Context: an optimization exercise on an open-source flow, tuned for small area. The choices shown serve that exercise and are no tape-out recipe.
The RTL was checked by simulation tests, not by an equivalence proof against the original design.
Power is estimated from default activity; no workload was simulated.

==> flow/design.v (excerpt) <==
module note_priority_list (
	input  logic       clk,
	input  logic       arst_n,
	input  logic       in_valid,
	output logic       in_ready,
	input  logic       in_op,
	input  logic [6:0] in_pitch,
	input  logic [6:0] in_velocity,
	output logic       out_valid,
	input  logic       out_ready,
	output logic       out_new_valid,
	output logic [6:0] out_new_pitch,
	output logic [6:0] out_new_velocity,
	output logic       out_old_valid,
	output logic [6:0] out_old_pitch,
	output logic       out_dropped,
	input  logic       cfg_valid,
	output logic       cfg_ready,
	input  logic       cfg_index,
	input  logic [4:0] cfg_data
);
For scale: ~460 cells after synthesis, about 240 flip-flops, roughly 6100 sq um of cells after synthesis.
Settings: LEC_CHECK=0, ABC_AREA=1, CAP_MARGIN=20, CORE_MARGIN=2, CORE_UTILIZATION=40, CTS_BUF_LIST=sky130_fd_sc_hd__clkbuf_8, CTS_CLUSTER_DIAMETER=100, CTS_CLUSTER_SIZE=18, PLACE_DENSITY=0.6, SLEW_MARGIN=20; clock period 5.0 ns.
standard.sh (not shown) runs the stock make flow with config.mk's settings and CLKGATE_MAP_FILE= SYNTH_SCRIPT=/design/flow/synth_recipe.tcl, a recipe that flattens the netlist after the stock synthesis.
==> flow/flow/run.sh <==
#!/bin/bash
# The standard layout with two changes:
# - synthesis maps the logic with an area-only ABC script (flow/area.abc) and without the
#   full/half-adder extraction; everything up to and including flip-flop mapping is unchanged,
#   so the registers keep the standard synthesis's names and cells;
# - the port buffers are plain buf_1 cells.
# make's output goes to flow.log; each ORFS step keeps its own log under orfs/logs.
set -euo pipefail
here=$PWD
# synthesis script: the standard flow's, sourcing a copy of ORFS's synth.tcl whose abc call uses area.abc
sed 's#log_cmd abc {\*}$abc_args$#log_cmd abc -script $::env(NPL_ABC_SCRIPT) {*}$lib_args {*}$lib_dont_use_args#' \
	"$FLOW_HOME/scripts/synth.tcl" > "$here/npl_synth_body.tcl"
grep -q 'NPL_ABC_SCRIPT' "$here/npl_synth_body.tcl"
sed "s#source \$::env(SCRIPTS_DIR)/synth.tcl#source $here/npl_synth_body.tcl#" \
	"$here/synth_recipe.tcl" > "$here/npl_synth.tcl"
grep -q 'npl_synth_body.tcl' "$here/npl_synth.tcl"
bash standard.sh \
	"SYNTH_SCRIPT=$here/npl_synth.tcl" \
	"NPL_ABC_SCRIPT=$here/flow/area.abc" \
	"ADDER_MAP_FILE=" \
	"BUFFER_PORTS_ARGS=-buffer_cell sky130_fd_sc_hd__buf_1" \
	finish > "$here/flow.log" 2>&1
==> flow/flow/area.abc <==
strash
balance
rewrite
refactor
balance
rewrite
rewrite -z
balance
refactor -z
rewrite -z
balance
&get -n
&deepsyn -I 1 -J 100
&put
dch -f
amap
Then changed:
==> flow/flow/area.abc (replaced) <==
strash
balance
rewrite
refactor
balance
rewrite
rewrite -z
balance
refactor -z
rewrite -z
balance
dch -f
amap
CTS_BUF_LIST = sky130_fd_sc_hd__clkbuf_16   (was sky130_fd_sc_hd__clkbuf_8)
CTS_CLUSTER_SIZE = 30   (was 18)
Final cell count climbs by 0.55%.
Fmax decreases by 2.3%.
Die area is higher by 1.6%.
Power went up by about 30%.
Critical path depth goes up by 2.
Wire length goes up by about 13%.
Count of clock-buffer cells in the layout falls by 4.
Non-clock buffer count rose by 2.
Global-route usage came out higher by 1.2 points.
Hold slack loses 0.016 ns.
Utilization rises by 1.1 points.
Then changed:
--- a/flow/flow/area.abc
+++ b/flow/flow/area.abc
@@ -10,4 +10,7 @@
 rewrite -z
 balance
+&get -n
+&deepsyn -I 1 -J 100
+&put
 dch -f
 amap
CORE_UTILIZATION = 70   (was 40)
CTS_BUF_LIST = sky130_fd_sc_hd__clkbuf_8   (was sky130_fd_sc_hd__clkbuf_16)
CTS_CLUSTER_SIZE = 20   (was 30)
PLACE_DENSITY = 0.85   (was 0.6)
What happened: Final area came out lower by 4.5%; register-to-register slack got worse by 0.47 ns; hold slack improved by 0.0083 ns; clock-buffer cell count came out higher by 3; critical path depth came out higher by 7.
Then changed:
==> flow/flow/area.abc (replaced) <==
strash
balance
rewrite
refactor
balance
rewrite
rewrite -z
balance
refactor -z
rewrite -z
balance
dch -f
amap
CORE_UTILIZATION = 40   (was 70)
CTS_CLUSTER_DIAMETER = 60   (was 100)
PLACE_DENSITY = 0.6   (was 0.85)
Setup slack degrades by 0.068 ns.
Wire length grows by 5.6%.
First-iteration DRC count shrinks by 41%.
Core utilization shrinks by 32 points.
Sequential share of layout area shrinks by 2.6 points.
Cell area grows by 3.6%.
Via count grows by 1.4%.
Worst hold slack improves by 0.0095 ns.
Power grows by 27%.
Synthesized area grows by 1.6%.

---

The RTL this note starts from:
==> flow/design.v <==
module npl_cell #(
	parameter int DEPTH = 16
) (
	input  logic        clk,
	input  logic [13:0] d,
	output logic [13:0] last,
	output logic [13:0] next
);
	logic [13:0] stage_q [0:DEPTH-1];
	always_ff @(posedge clk) begin
		stage_q[0] <= d;
		for (int s = 1; s < DEPTH; s++)
			stage_q[s] <= stage_q[s-1];
	end
	assign last = stage_q[DEPTH-1];
	assign next = stage_q[DEPTH-2];
endmodule
module npl_ctrl (
	input  logic        clk,
	input  logic        arst_n,
	input  logic        in_valid,
	output logic        in_ready,
	input  logic        in_op,
	input  logic [6:0]  in_pitch,
	input  logic [6:0]  in_velocity,
	output logic        out_valid,
	input  logic        out_ready,
	output logic        out_new_valid,
	output logic [6:0]  out_new_pitch,
	output logic [6:0]  out_new_velocity,
	output logic        out_old_valid,
	output logic [6:0]  out_old_pitch,
	output logic        out_dropped,
	input  logic        cfg_valid,
	output logic        cfg_ready,
	input  logic        cfg_index,
	input  logic [4:0]  cfg_data,
	output logic [13:0] ring_d,
	input  logic [13:0] ring_last,
	input  logic [13:0] ring_next
);
	localparam logic [1:0] ST_IDLE = 2'd0;
	localparam logic [1:0] ST_PASS = 2'd1;
	localparam logic [1:0] ST_DONE = 2'd2;
	logic [1:0]  st_q;
	logic [3:0]  idx_q;
	logic [4:0]  len_q;
	logic [1:0]  mode_q;
	logic [4:0]  mv_q;
	logic        flag_q;
	logic        snd_q;
	logic [6:0]  q;
	logic        gt, lt, eq, outranks;
	logic        in_pass, done, last_cyc, at_v, before_v, past_len, in_len;
	logic        place_now, matched, adv;
	logic        new_ok, old_ok, show;
	assign q        = ring_next[13:7];
	assign gt       = in_pitch > q;
	assign lt       = in_pitch < q;
	assign eq       = in_pitch == q;
	always_comb begin
		case (mode_q)
			2'd0:    outranks = 1'b1;
			2'd1:    outranks = gt;
			2'd2:    outranks = lt;
			default: outranks = 1'b0;
		endcase
	end
	assign in_pass  = (st_q == ST_PASS);
	assign done     = (st_q == ST_DONE);
	assign last_cyc = (idx_q == 4'd15);
	assign at_v     = (idx_q == mv_q[3:0]);
	assign before_v = ({1'b0, idx_q} < mv_q);
	assign in_len   = ({1'b0, idx_q} < len_q);
	assign past_len = len_q[4] ? last_cyc : !in_len;
	assign place_now = !in_op && !flag_q && (past_len || outranks);
	assign matched   = flag_q || (in_len && eq);
	assign adv       = in_pass && (in_op == flag_q);
	always_comb begin
		if (in_pass && place_now)
			ring_d = {in_pitch, in_velocity};
		else if (adv)
			ring_d = ring_next;
		else
			ring_d = ring_last;
	end
	assign show      = done && at_v && out_ready;
	assign in_ready  = show;
	assign out_valid = show;
	assign cfg_ready = 1'b1;
	always_ff @(posedge clk or negedge arst_n) begin
		if (!arst_n) begin
			st_q   <= ST_IDLE;
			idx_q  <= 4'd0;
			len_q  <= 5'd0;
			mode_q <= 2'd0;
			mv_q   <= 5'd0;
			flag_q <= 1'b0;
			snd_q  <= 1'b0;
		end else begin
			idx_q <= idx_q + 4'd1;
			if (cfg_valid) begin
				if (cfg_index)
					mv_q   <= cfg_data;
				else
					mode_q <= cfg_data[1:0];
			end
			case (st_q)
				ST_IDLE: begin
					flag_q <= 1'b0;
					snd_q  <= 1'b0;
					if (in_valid && last_cyc)
						st_q <= ST_PASS;
				end
				ST_PASS: begin
					if (!in_op) begin
						flag_q <= flag_q || place_now;
						snd_q  <= snd_q || (before_v && (eq || place_now));
					end else begin
						flag_q <= matched;
					end
					if (last_cyc) begin
						if (!in_op) begin
							idx_q  <= 4'd1;
							flag_q <= len_q[4];
							if (!len_q[4])
								len_q <= len_q + 5'd1;
							st_q   <= ST_DONE;
						end else begin
							flag_q <= 1'b0;
							if (matched)
								len_q <= len_q - 5'd1;
							else
								st_q  <= ST_DONE;
						end
					end
				end
				default: begin
					if (show)
						st_q <= ST_IDLE;
				end
			endcase
		end
	end
	assign new_ok = in_op ? ((mv_q != 5'd0) && (mv_q <= len_q)) : ((mv_q == 5'd0) || snd_q);
	assign old_ok = !in_op && snd_q && (mv_q < len_q);
	assign out_new_valid                     = new_ok;
	assign {out_new_pitch, out_new_velocity} = !new_ok ? 14'd0 :
	                                           in_op ? ring_last : {in_pitch, in_velocity};
	assign out_old_valid                     = old_ok;
	assign out_old_pitch                     = old_ok ? ring_next[13:7] : 7'd0;
	assign out_dropped                       = !in_op && flag_q;
endmodule
module note_priority_list (
	input  logic       clk,
	input  logic       arst_n,
	input  logic       in_valid,
	output logic       in_ready,
	input  logic       in_op,
	input  logic [6:0] in_pitch,
	input  logic [6:0] in_velocity,
	output logic       out_valid,
	input  logic       out_ready,
	output logic       out_new_valid,
	output logic [6:0] out_new_pitch,
	output logic [6:0] out_new_velocity,
	output logic       out_old_valid,
	output logic [6:0] out_old_pitch,
	output logic       out_dropped,
	input  logic       cfg_valid,
	output logic       cfg_ready,
	input  logic       cfg_index,
	input  logic [4:0] cfg_data
);
	logic [13:0] ring_d;
	logic [13:0] ring_last;
	logic [13:0] ring_next;
	npl_ctrl u_ctrl (
		.clk              (clk),
		.arst_n           (arst_n),
		.in_valid         (in_valid),
		.in_ready         (in_ready),
		.in_op            (in_op),
		.in_pitch         (in_pitch),
		.in_velocity      (in_velocity),
		.out_valid        (out_valid),
		.out_ready        (out_ready),
		.out_new_valid    (out_new_valid),
		.out_new_pitch    (out_new_pitch),
		.out_new_velocity (out_new_velocity),
		.out_old_valid    (out_old_valid),
		.out_old_pitch    (out_old_pitch),
		.out_dropped      (out_dropped),
		.cfg_valid        (cfg_valid),
		.cfg_ready        (cfg_ready),
		.cfg_index        (cfg_index),
		.cfg_data         (cfg_data),
		.ring_d           (ring_d),
		.ring_last        (ring_last),
		.ring_next        (ring_next)
	);
	npl_cell #(
		.DEPTH (16)
	) u_list (
		.clk  (clk),
		.d    (ring_d),
		.last (ring_last),
		.next (ring_next)
	);
endmodule
==> flow/config.mk <==
export PLATFORM = sky130hd
export DESIGN_NAME = note_priority_list
export DESIGN_NICKNAME = note_priority_list
export VERILOG_FILES = /design/flow/design.v
export SDC_FILE = /design/flow/constraint.sdc
export NUM_CORES = 4
export LEC_CHECK = 0
export ABC_AREA = 1
export CAP_MARGIN = 0
export CORE_MARGIN = 2
export CORE_UTILIZATION = 40
export CTS_BUF_LIST = sky130_fd_sc_hd__clkbuf_8
export CTS_CLUSTER_DIAMETER = 100
export CTS_CLUSTER_SIZE = 18
export PLACE_DENSITY = 0.6
export SLEW_MARGIN = 0
==> flow/constraint.sdc <==
create_clock -name core_clock -period 5.0 [get_ports {clk}]
set_input_delay 1.0000 -clock core_clock [delete_from_list [all_inputs] [get_ports {clk}]]
set_output_delay 1.0000 -clock core_clock [all_outputs]
set_load 0.01 [all_outputs]
==> flow/flow/area.abc <==
strash
balance
rewrite
refactor
balance
rewrite
rewrite -z
balance
refactor -z
rewrite -z
balance
dch -f
amap
Scripts as last shown in full above: flow/flow/run.sh
Then changed:
==> flow/flow/run.sh (replaced) <==
#!/bin/bash
# Standard layout, with plain buf_1 cells as the port buffers.
set -euo pipefail
bash standard.sh "BUFFER_PORTS_ARGS=-buffer_cell sky130_fd_sc_hd__buf_1" finish > flow.log 2>&1
- CAP_MARGIN: 0 -> 20
- SLEW_MARGIN: 0 -> 20
removed: flow/flow/area.abc
Effect: Global-route usage increases by 0.25 points; first-iteration DRC count increases by 6.1%; area after synthesis increases by 9.0%; design area increases by 7.2%; clock power decreases by about 2%; routed wire length increases by 8.4%; synthesized cell count increases by 25%.
Then changed:
==> flow/flow/run.sh (replaced) <==
#!/bin/bash
# The standard layout with two changes:
# - synthesis maps the logic with an area-only ABC script (flow/area.abc) and without the
#   full/half-adder extraction; everything up to and including flip-flop mapping is unchanged,
#   so the registers keep the standard synthesis's names and cells;
# - the port buffers are plain buf_1 cells.
# make's output goes to flow.log; each ORFS step keeps its own log under orfs/logs.
set -euo pipefail
here=$PWD
# synthesis script: the standard flow's, sourcing a copy of ORFS's synth.tcl whose abc call uses area.abc
sed 's#log_cmd abc {\*}$abc_args$#log_cmd abc -script $::env(NPL_ABC_SCRIPT) {*}$lib_args {*}$lib_dont_use_args#' \
	"$FLOW_HOME/scripts/synth.tcl" > "$here/npl_synth_body.tcl"
grep -q 'NPL_ABC_SCRIPT' "$here/npl_synth_body.tcl"
sed "s#source \$::env(SCRIPTS_DIR)/synth.tcl#source $here/npl_synth_body.tcl#" \
	"$here/synth_recipe.tcl" > "$here/npl_synth.tcl"
grep -q 'npl_synth_body.tcl' "$here/npl_synth.tcl"
bash standard.sh \
	"SYNTH_SCRIPT=$here/npl_synth.tcl" \
	"NPL_ABC_SCRIPT=$here/flow/area.abc" \
	"ADDER_MAP_FILE=" \
	"BUFFER_PORTS_ARGS=-buffer_cell sky130_fd_sc_hd__buf_1" \
	finish > "$here/flow.log" 2>&1
==> flow/flow/area.abc (new file) <==
strash
balance
rewrite
refactor
balance
rewrite
rewrite -z
balance
refactor -z
rewrite -z
balance
dch -f
amap
Outcome:
- The new run passed the timing, DRC and antenna checks
- setup slack gains 0.20 ns
- final area falls by a few percent
- die area is lower by a little under a tenth
- combinational power increases by roughly a tenth
- via count fell by roughly a tenth
- area after synthesis decreases by a little under a tenth
- global-route usage falls by 0.25 points
- sequential power rose by about a fifth
- worst hold slack stays flat
- cell count drops by about a fifth
- sequential cell count does not change
Then changed:
- CTS_BUF_LIST: sky130_fd_sc_hd__clkbuf_8 -> sky130_fd_sc_hd__clkbuf_4
- CTS_CLUSTER_DIAMETER: 100 -> 60
- CTS_CLUSTER_SIZE: 18 -> 10
Effect:
- worst setup slack gets worse by 0.061 ns
- count of clock-buffer cells in the layout increases by 18
- combinational power stays flat
- die area is unchanged
- non-clock buffer count is unchanged
- synthesized cell count does not change
- maximum frequency is lower by 1.5%
- utilization is about the same
- sequential share of layout area stays flat
- synthesized area is unchanged
- hold slack degrades by 0.022 ns
Then changed:
==> flow/run.sh (new file) <==
#!/bin/bash
# synth_recipe.tcl (not shown) runs the flow's synth.tcl, then flattens the netlist and writes it again
# the make line also repeats each setting of config.mk as NAME=value (left out here)
make -C /OpenROAD-flow-scripts/flow DESIGN_CONFIG=/design/flow/config.mk WORK_HOME=/design/flow/orfs CLKGATE_MAP_FILE= SYNTH_SCRIPT=/design/flow/synth_recipe.tcl finish
- CTS_BUF_LIST: sky130_fd_sc_hd__clkbuf_4 -> default
- CTS_CLUSTER_DIAMETER: 60 -> default
- CTS_CLUSTER_SIZE: 10 -> default
removed: flow/flow/run.sh
removed: flow/flow/area.abc
removed: flow/standard.sh
The changed run completed with no timing, DRC or antenna violations.
Design area rose by about a fifth.
Combinational power fell by a few percent.
Wire length rose by roughly a tenth.
Global-route usage rose by 0.38 points.
Via count rose by roughly a tenth.
Clock power rose by well over a third.
Sequential cell count does not change.
Die area rose by a little under a tenth.
Total power rose by roughly a tenth.
First-iteration DRC count rose by a quarter to a third.
Then changed:
- CTS_BUF_LIST: default -> sky130_fd_sc_hd__clkbuf_8
- CTS_CLUSTER_DIAMETER: default -> 100
- CTS_CLUSTER_SIZE: default -> 18
Global-route usage went down by 0.26 points.
Non-clock buffer count stays the same.
Final area went down by 7.7%.
Count of clock-buffer cells in the layout went down by 14.
Routed wire length went down by 2.7%.
Power went down by 22%.
Cell count went down by 2.5%.
Area after synthesis does not change.
Synthesized cell count is unchanged.

re-timing with driven ports:
In the flow no input, the clock included, has a driving cell. The finished layouts below were timed again as built, in two steps.
Step 1 assumes that a clkbuf_16 drives the clock port and a buf_2 every other input.
Step 2 also shifts input and output timing later by t, the mid clock arrival at the registers, as if the neighbouring blocks saw the same clock.
Slacks: ideal ports / drivers / drivers and shift; pairs: ideal ports / drivers.
run	shift t [ns]	setup WS [ns]	worst data-port slew with drivers (ns)	cell pins on the clock port's net
the first run of note 1	0.513	1.089 / 1.052 / 0.880	0.04	1
the second run of note 1	0.486	0.996 / 0.957 / 1.095	0.04	1
the third run of note 1	0.521	1.073 / 1.071 / 0.550	0.05	1
the fourth run of note 1	0.540	1.006 / 0.971 / 1.112	0.04	1
the first run of note 2	0.534	0.968 / 0.933 / 1.084	0.04	1
the second run of note 2	0.524	0.769 / 0.738 / 1.112	0.04	1
the third run of note 2	0.534	0.968 / 0.933 / 1.083	0.04	1
the fourth run of note 2	0.663	0.907 / 0.875 / 1.139	0.04	1
the fifth run of note 2	0.536	0.505 / 0.466 / 0.850	0.04	1
the sixth run of note 2	0.522	0.574 / 0.539 / 0.873	0.04	1
After both steps setup and hold are still met in every run listed. The setup slack of the third run of note 1, which loses most, moves by -0.002 ns with the drivers and by -0.523 ns with both steps.
